Source: an optimization exercise on an open RTL-to-GDS flow (aim: small area). Production flows keep margins and buffers that such runs may drop. No functional check of the RTL was part of this run. No activity file was given, so power comes from the tool's default toggle rates.

<file path="design/flow/config.mk">
export PLATFORM = sky130hd
export DESIGN_NAME = register_file_32x32
export DESIGN_NICKNAME = register_file_32x32
export VERILOG_FILES = /design/flow/design.v
export SDC_FILE = /design/flow/constraint.sdc
export NUM_CORES = 4
export LEC_CHECK = 0
export CAP_MARGIN = 20
export CORE_MARGIN = 2
export CORE_UTILIZATION = 30
export PLACE_DENSITY = 0.4
export SLEW_MARGIN = 20
</file>
<file path="design/flow/constraint.sdc">
create_clock -name core_clock -period 8.0 [get_ports {clk}]
set_input_delay 1.6000 -clock core_clock [delete_from_list [all_inputs] [get_ports {clk}]]
set_output_delay 1.6000 -clock core_clock [all_outputs]
set_load 0.01 [all_outputs]
</file>
<file path="design/flow/design.v">
module register_file_32x32 (
  input  logic        clk,
  input  logic        reset,
  input  logic        reg_write,
  input  logic [4:0]  write_addr,
  input  logic [31:0] write_data,
  input  logic [4:0]  read_addr1,
  input  logic [4:0]  read_addr2,
  output logic [31:0] read_data1,
  output logic [31:0] read_data2
);
  localparam logic [31:0] SP_INIT = 32'h7FFF_FFFC;
  localparam logic [31:0] GP_INIT = 32'h1000_8000;
  logic [31:1][31:0] regs_q;
  logic [31:1][31:0] regs_d;
  always_ff @(posedge clk) begin
    regs_q <= regs_d;
  end
  logic       we_ok;                  
  logic [4:0] wa_n;
  logic [3:0] wlo_n;                  
  logic [7:0] whi_n;                  
  logic [31:1] en, hold;
  rf_nor2b u_weok (.A(reset), .B_N(reg_write), .Y(we_ok));
  for (genvar b = 0; b < 5; b++) begin : g_wainv
    rf_inv u_inv (.A(write_addr[b]), .Y(wa_n[b]));
  end
  for (genvar k = 0; k < 4; k++) begin : g_wlo
    rf_nand3 u_nand (.A(we_ok),
                     .B(k[0] ? write_addr[0] : wa_n[0]),
                     .C(k[1] ? write_addr[1] : wa_n[1]),
                     .Y(wlo_n[k]));
  end
  for (genvar m = 0; m < 8; m++) begin : g_whi
    rf_nand3 u_nand (.A(m[0] ? write_addr[2] : wa_n[2]),
                     .B(m[1] ? write_addr[3] : wa_n[3]),
                     .C(m[2] ? write_addr[4] : wa_n[4]),
                     .Y(whi_n[m]));
  end
  for (genvar i = 1; i < 32; i++) begin : g_row
    rf_nor2 u_en   (.A(wlo_n[i % 4]), .B(whi_n[i / 4]), .Y(en[i]));
    rf_nor2 u_hold (.A(en[i]), .B(reset), .Y(hold[i]));
    for (genvar j = 0; j < 32; j++) begin : g_bit
      if ((i == 28 && GP_INIT[j]) || (i == 29 && SP_INIT[j])) begin : g_set
        rf_a221o u_d (.A1(en[i]), .A2(write_data[j]), .B1(hold[i]), .B2(regs_q[i][j]),
                      .C1(reset), .X(regs_d[i][j]));
      end else begin : g_clr
        rf_a22o u_d (.A1(en[i]), .A2(write_data[j]), .B1(hold[i]), .B2(regs_q[i][j]),
                     .X(regs_d[i][j]));
      end
    end
  end
  rf_read_port u_rp1 (.addr(read_addr1), .regs_q(regs_q), .data(read_data1));
  rf_read_port u_rp2 (.addr(read_addr2), .regs_q(regs_q), .data(read_data2));
endmodule
module rf_read_port (
  input  logic [4:0]  addr,
  input  logic [31:1][31:0] regs_q,
  output logic [31:0] data
);
  logic [4:0]  a_n;
  logic [3:0]  lo_n;                  
  logic [7:0]  hi_n;                  
  logic [31:1] s;                     
  for (genvar b = 0; b < 5; b++) begin : g_ainv
    rf_inv u_inv (.A(addr[b]), .Y(a_n[b]));
  end
  for (genvar k = 0; k < 4; k++) begin : g_lo
    rf_nand2 u_nand (.A(k[0] ? addr[0] : a_n[0]), .B(k[1] ? addr[1] : a_n[1]), .Y(lo_n[k]));
  end
  for (genvar m = 0; m < 8; m++) begin : g_hi
    rf_nand3 u_nand (.A(m[0] ? addr[2] : a_n[2]),
                     .B(m[1] ? addr[3] : a_n[3]),
                     .C(m[2] ? addr[4] : a_n[4]),
                     .Y(hi_n[m]));
  end
  for (genvar i = 1; i < 32; i++) begin : g_sel
    rf_nor2 u_sel (.A(lo_n[i % 4]), .B(hi_n[i / 4]), .Y(s[i]));
  end
  for (genvar j = 0; j < 32; j++) begin : g_bit
    logic [10:0] l;
    logic [2:0]  h;
    for (genvar g = 0; g < 10; g++) begin : g_aoi
      rf_a222oi u_aoi (.A1(s[3*g+1]), .A2(regs_q[3*g+1][j]),
                       .B1(s[3*g+2]), .B2(regs_q[3*g+2][j]),
                       .C1(s[3*g+3]), .C2(regs_q[3*g+3][j]),
                       .Y(l[g]));
    end
    rf_nand2 u_n31 (.A(s[31]), .B(regs_q[31][j]), .Y(l[10]));
    rf_nand4 u_c0  (.A(l[0]), .B(l[1]), .C(l[2]), .D(l[3]), .Y(h[0]));
    rf_nand4 u_c1  (.A(l[4]), .B(l[5]), .C(l[6]), .D(l[7]), .Y(h[1]));
    rf_nand3 u_c2  (.A(l[8]), .B(l[9]), .C(l[10]), .Y(h[2]));
    rf_or3   u_out (.A(h[0]), .B(h[1]), .C(h[2]), .X(data[j]));
  end
endmodule
module rf_inv    (input logic A, output logic Y);                   assign Y = ~A;               endmodule
module rf_nand2  (input logic A, B, output logic Y);                assign Y = ~(A & B);         endmodule
module rf_nand3  (input logic A, B, C, output logic Y);             assign Y = ~(A & B & C);     endmodule
module rf_nand4  (input logic A, B, C, D, output logic Y);          assign Y = ~(A & B & C & D); endmodule
module rf_nor2   (input logic A, B, output logic Y);                assign Y = ~(A | B);         endmodule
module rf_nor2b  (input logic A, B_N, output logic Y);              assign Y = ~A & B_N;         endmodule
module rf_or3    (input logic A, B, C, output logic X);             assign X = A | B | C;        endmodule
module rf_a22o   (input logic A1, A2, B1, B2, output logic X);      assign X = (A1 & A2) | (B1 & B2); endmodule
module rf_a221o  (input logic A1, A2, B1, B2, C1, output logic X);  assign X = (A1 & A2) | (B1 & B2) | C1; endmodule
module rf_a222oi (input logic A1, A2, B1, B2, C1, C2, output logic Y);
  assign Y = ~((A1 & A2) | (B1 & B2) | (C1 & C2));
endmodule
</file>
<file path="design/flow/flow/run.sh">
#!/bin/bash
# Own layout flow: the standard ORFS layout, with the design's gate modules (rf_*) mapped
# straight onto sky130hd cells during synthesis (see cells.tcl). Registers, their names and
# their cell types are the ones the standard synthesis makes.
set -euo pipefail
here=$(pwd)
bash standard.sh SYNTH_CANONICALIZE_TCL="$here/flow/cells.tcl" finish > "$here/orfs_make.log" 2>&1
</file>
<file path="design/flow/flow/cells.tcl">
# Map the design's gate modules (rf_*) onto the matching sky130hd cells, so that synthesis keeps
# the gate-level structure the RTL describes. Sourced by ORFS's synth_canonicalize.tcl through
# SYNTH_CANONICALIZE_TCL.
foreach {gate cell} {
  rf_inv    sky130_fd_sc_hd__inv_1
  rf_nand2  sky130_fd_sc_hd__nand2_1
  rf_nand3  sky130_fd_sc_hd__nand3_1
  rf_nand4  sky130_fd_sc_hd__nand4_1
  rf_nor2   sky130_fd_sc_hd__nor2_1
  rf_nor2b  sky130_fd_sc_hd__nor2b_1
  rf_or3    sky130_fd_sc_hd__or3_1
  rf_a22o   sky130_fd_sc_hd__a22o_1
  rf_a221o  sky130_fd_sc_hd__a221o_1
  rf_a222oi sky130_fd_sc_hd__a222oi_1
} {
  if {[llength [tee -q -s result.string select -list-mod $gate]] > 0} {
    chtype -map $gate $cell
    delete $gate
  }
}
hierarchy -check -top $::env(DESIGN_NAME)
</file>
<file path="design/flow/standard.sh">
#!/bin/bash
# synth_recipe.tcl (not shown) runs the flow's synth.tcl, then flattens the netlist and writes it again
# the make line also repeats each setting of config.mk as NAME=value (left out here)
make -C /OpenROAD-flow-scripts/flow DESIGN_CONFIG=/design/flow/config.mk WORK_HOME=/design/flow/orfs CLKGATE_MAP_FILE= SYNTH_SCRIPT=/design/flow/synth_recipe.tcl "${@:-finish}"
</file>
==> results.py <==
metrics = {
    "logic_synthesis": {
        "synth_top_area_share_pct": 53.0,
        "ys_top_cells_by_count": "dfxtp_1 (992), a22o_1 (961), a222oi_1 (640), nand4_1 (128), nor2_1 (124)",
        "syn_nets": 3170,
        "synthTopCellsByArea": "dfxtp_1 (53%), a22o_1 (22%), a222oi_1 (17%)",
        "ys_types": 11,
        "synth_warnings": 1,
        "synth-seq-cells": 992,
        "synth_area_leader_cell": "dfxtp_1",
        "syn_inst": 3120,
        "netlist_area_mm2": 0.0375,
        "synth_ff_type": "dfxtp_1",
        "synth_most_common_cell": "dfxtp_1",
        "synth-async-reset-ratio_pct": 0,
        "yosysSeqAreaShare_pct": 53.0,
        "syn_avg_cell_area_um2": 12.0,
        "synth_edf_count": 0,
    },
    "placement": {
        "place_inst": 5058,
        "port-buffer-count": 113,
        "dp.final_hpwl_mm": 128,
        "placed_area_mm2": 0.0431,
        "dpl_worst_slack_ps": 852,
        "place.gp.congestion": 0.867,
    },
    "cells_and_area": {
        "drive_gt1_share_pct": 13.9,
        "largest_reg_flops": 992,
        "final_core_utilization_pct": 38.2,
        "largestRegisters": "regs_q: 992 flops",
        "top_register": "regs_q",
        "area_growth_pct": 26.2,
        "fin_area_mm2": 0.0473,
        "multi_input_area_mm2": 0.0185,
        "fill_cells": 11800,
        "final_nets": 3591,
        "fin_cells": 5283,
        "seq_area_mm2": 0.0199,
    },
    "worst_setup_path": {
        "crit_chain": "clkdlybuf4s50_1, inv_1, nand2_1, nor2_4, buf_4, a222oi_1, nand4_1, or3_1, clkdlybuf4s50_1",
        "critPathLaunchType": "primary input",
        "cp-startpoint": "read_addr1[1]",
        "r2r_slack_ps": 7220,
        "cp_common_cell": "clkdlybuf4s50_1",
        "path_buf_inv": 4,
        "timing.reg2reg.worst_path_depth": 1,
        "cp.required_ps": 6400,
        "slowest_delay_ps": 810,
        "worst-path-stages": 9,
        "r2r_end": "regs_q[925]",
        "slowest_stage": "a222oi_1",
        "crit_type": "in -> out",
        "cp-end-kind": "output pin",
        "cp_top_family": "simple AND/OR/NAND/NOR gates",
        "r2r_start": "regs_q[925]",
        "cp.arrival_ps": 5790,
        "path_max_fanout": 17,
        "critPathCapture": "read_data1[30]",
    },
    "drt": {
        "viasPerCell": 7.38,
        "drt_pass1_iterations": 13,
        "route.vias.total": 39000,
        "finalWirelength_mm": 217,
        "antenna_left": 0,
        "remaining_drc_errors": 0,
        "drtIter0Drc": 8711,
        "wl_per_cell_um": 41.1,
    },
    "timing": {
        "post-route-period-util_pct": 92.3,
        "tns_ps": 0,
        "fin_worst_skew_ps": 0,
        "max_slew_margin_pct": 16.7,
        "fin_hold_ws_ps": 499,
        "timing_hold_violations_final": 0,
        "max_freq_mhz": 135,
        "final-setup-viol-count": 0,
        "slew_violations": 0,
        "setup_ws_ps": 613,
        "rsz0062_at_grt": "no",
        "worst_pin_slew_ps": 1250,
        "period_minus_slack_ps": 7390,
    },
    "floorplanning": {
        "start_util_pct": 30.3,
        "row_count": 129,
        "core-area_mm2": 0.124,
        "num_io_pins": 114,
        "die_width_um": 357,
        "die_h_um": 357,
        "die_area_mm2": 0.128,
    },
    "clock_network": {
        "numCtsBuffers": 114,
        "hold_buffers": 0,
        "path_clk_slew_ps": 60,
        "cts_sinks": 992,
        "clk_latency_ps": 720,
        "clockRootBuffer": "clkbuf_16",
        "cts_max_level": 3,
        "postCtsSetupBuffers": 0,
        "tritoncts": "done",
        "post_cts_resized": 0,
        "cts_buffer_depth": 3,
    },
    "grt": {
        "antenna_found_initial": 5,
        "grt_first_pass_wirelength_mm": 299,
        "overflow": 0,
        "grt_usage_pct": 32.6,
        "grt_max_degree": 34,
        "grt_pass1_vias": 37900,
    },
    "power": {
        "power-per-cell-area_mw_per_mm2": 238,
        "p_leak_nw": 16.9,
        "ir_drop_v": 0.000163,
        "total_power_mw": 11.3,
    },
    "hold_path": {
        "min_path_type": "reg -> reg",
    },
    "flow_run": {
        "maxCapViolCount": 0,
    },
    "outcome": {
        "status": "no timing/DRC/antenna violations",
    },
}
power breakdown:
group | internal [mW] | switching, mW | total, mW
Combinational | 0.136 | 0.487 | 0.623
Sequential | 4.99 | 0.0398 | 5.03
Clock | 3.33 | 2.27 | 5.61
Total | 8.46 | 2.80 | 11.3
cells in the final DEF, fill, tap and decap left out:
cell type | netlist | routed
clkbuf_8 | 0 | 26
nand3_1 | 92 | 92
inv_1 | 15 | 15
clkbuf_16 | 0 | 117
inv_16 | 0 | 1
a222oi_1 | 640 | 640
buf_12 | 0 | 4
clkdlybuf4s50_1 | 0 | 112
buf_16 | 0 | 10
a221o_1 | 31 | 31
bufinv_16 | 0 | 13
dfxtp_1 | 992 | 992
buf_4 | 0 | 179
clkinv_2 | 0 | 22
inv_6 | 0 | 2
nand2_1 | 72 | 72
nand4_1 | 128 | 128
or3_1 | 64 | 64
diode_2 | 0 | 11
nor2b_1 | 1 | 1
a22o_1 | 961 | 961
clkinvlp_4 | 0 | 2
nor2_4 | 0 | 124
clkinv_8 | 0 | 2
clkinv_4 | 0 | 3
clkbuf_1 | 0 | 22
final cells by class:
cell class / count / share of cell area (%)
Antenna cell: 11 / 0.0582
Tap cell: 1637 / 4.33
Multi-Input combinational cell: 2113 / 39.1
Clock inverter: 45 / 1.29
Timing Repair Buffer: 305 / 5.97
Sequential cell: 992 / 42.0
Clock buffer: 165 / 7.13
Inverter: 15 / 0.119
worst min path at each step:
stage                  end  slack (ps)  cells after the start         from
2_1_floorplan    regs_q[0]         460                      1    regs_q[0]
3_3_place_gp    regs_q[21]         480                      1   regs_q[21]
3_5_place_dp   regs_q[318]         480                      1  regs_q[318]
4_1_cts        regs_q[312]         500                      1  regs_q[312]
5_1_grt        regs_q[394]         510                      1  regs_q[394]
6_report        regs_q[16]         500                      1   regs_q[16]
cells by family (layout without fill, tap and decap cells):
family / Yosys count / count (layout) / share of synthesized area, %
simple gates: 481 / 481 / 6.42
flops: 992 / 992 / 53.0
buf+inv: 15 / 530 / 0.150
other cells: 0 / 11 / 0
compound gates: 1632 / 1632 / 40.4
metal layers:
metal | global-route usage (%) | share of wire, % | vias to the layer above
met4 | 17.5 | 5.6 | 0
li1 | - | - | 15400
met3 | 7.57 | 11 | 548
met1 | 44.6 | 42 | 20000
met5 | 0.185 | 0 | -
met2 | 47.3 | 42 | 3097

-- separate check: timing with driven ports --
Ports are ideal in the flow. The routed layout listed here was re-timed in OpenROAD. Step 1 sets driving cells, clkbuf_16 on the clock port and buf_2 on the other inputs (assumed; they add their load-dependent delay and slew). Step 2 times the ports against the registers' clock, not the clock port: input delays grow and output delays shrink by t, the midpoint of the rising clock arrivals with the driver on. Slacks: ideal / step 1 / step 2; pairs: ideal / step 1.
t, ns: 0.788
setup WS [ns]: 0.613 / 0.588 / 0.588
worst setup path at the end: input to output
slew at the worst register clock pin (ns): 0.07 / 0.07
worst slew at a driven data input, ns: 0.06
After both steps setup and hold are still met in this run. For this run, drivers alone change the setup slack by -0.025 ns; drivers and shift together by -0.025 ns.
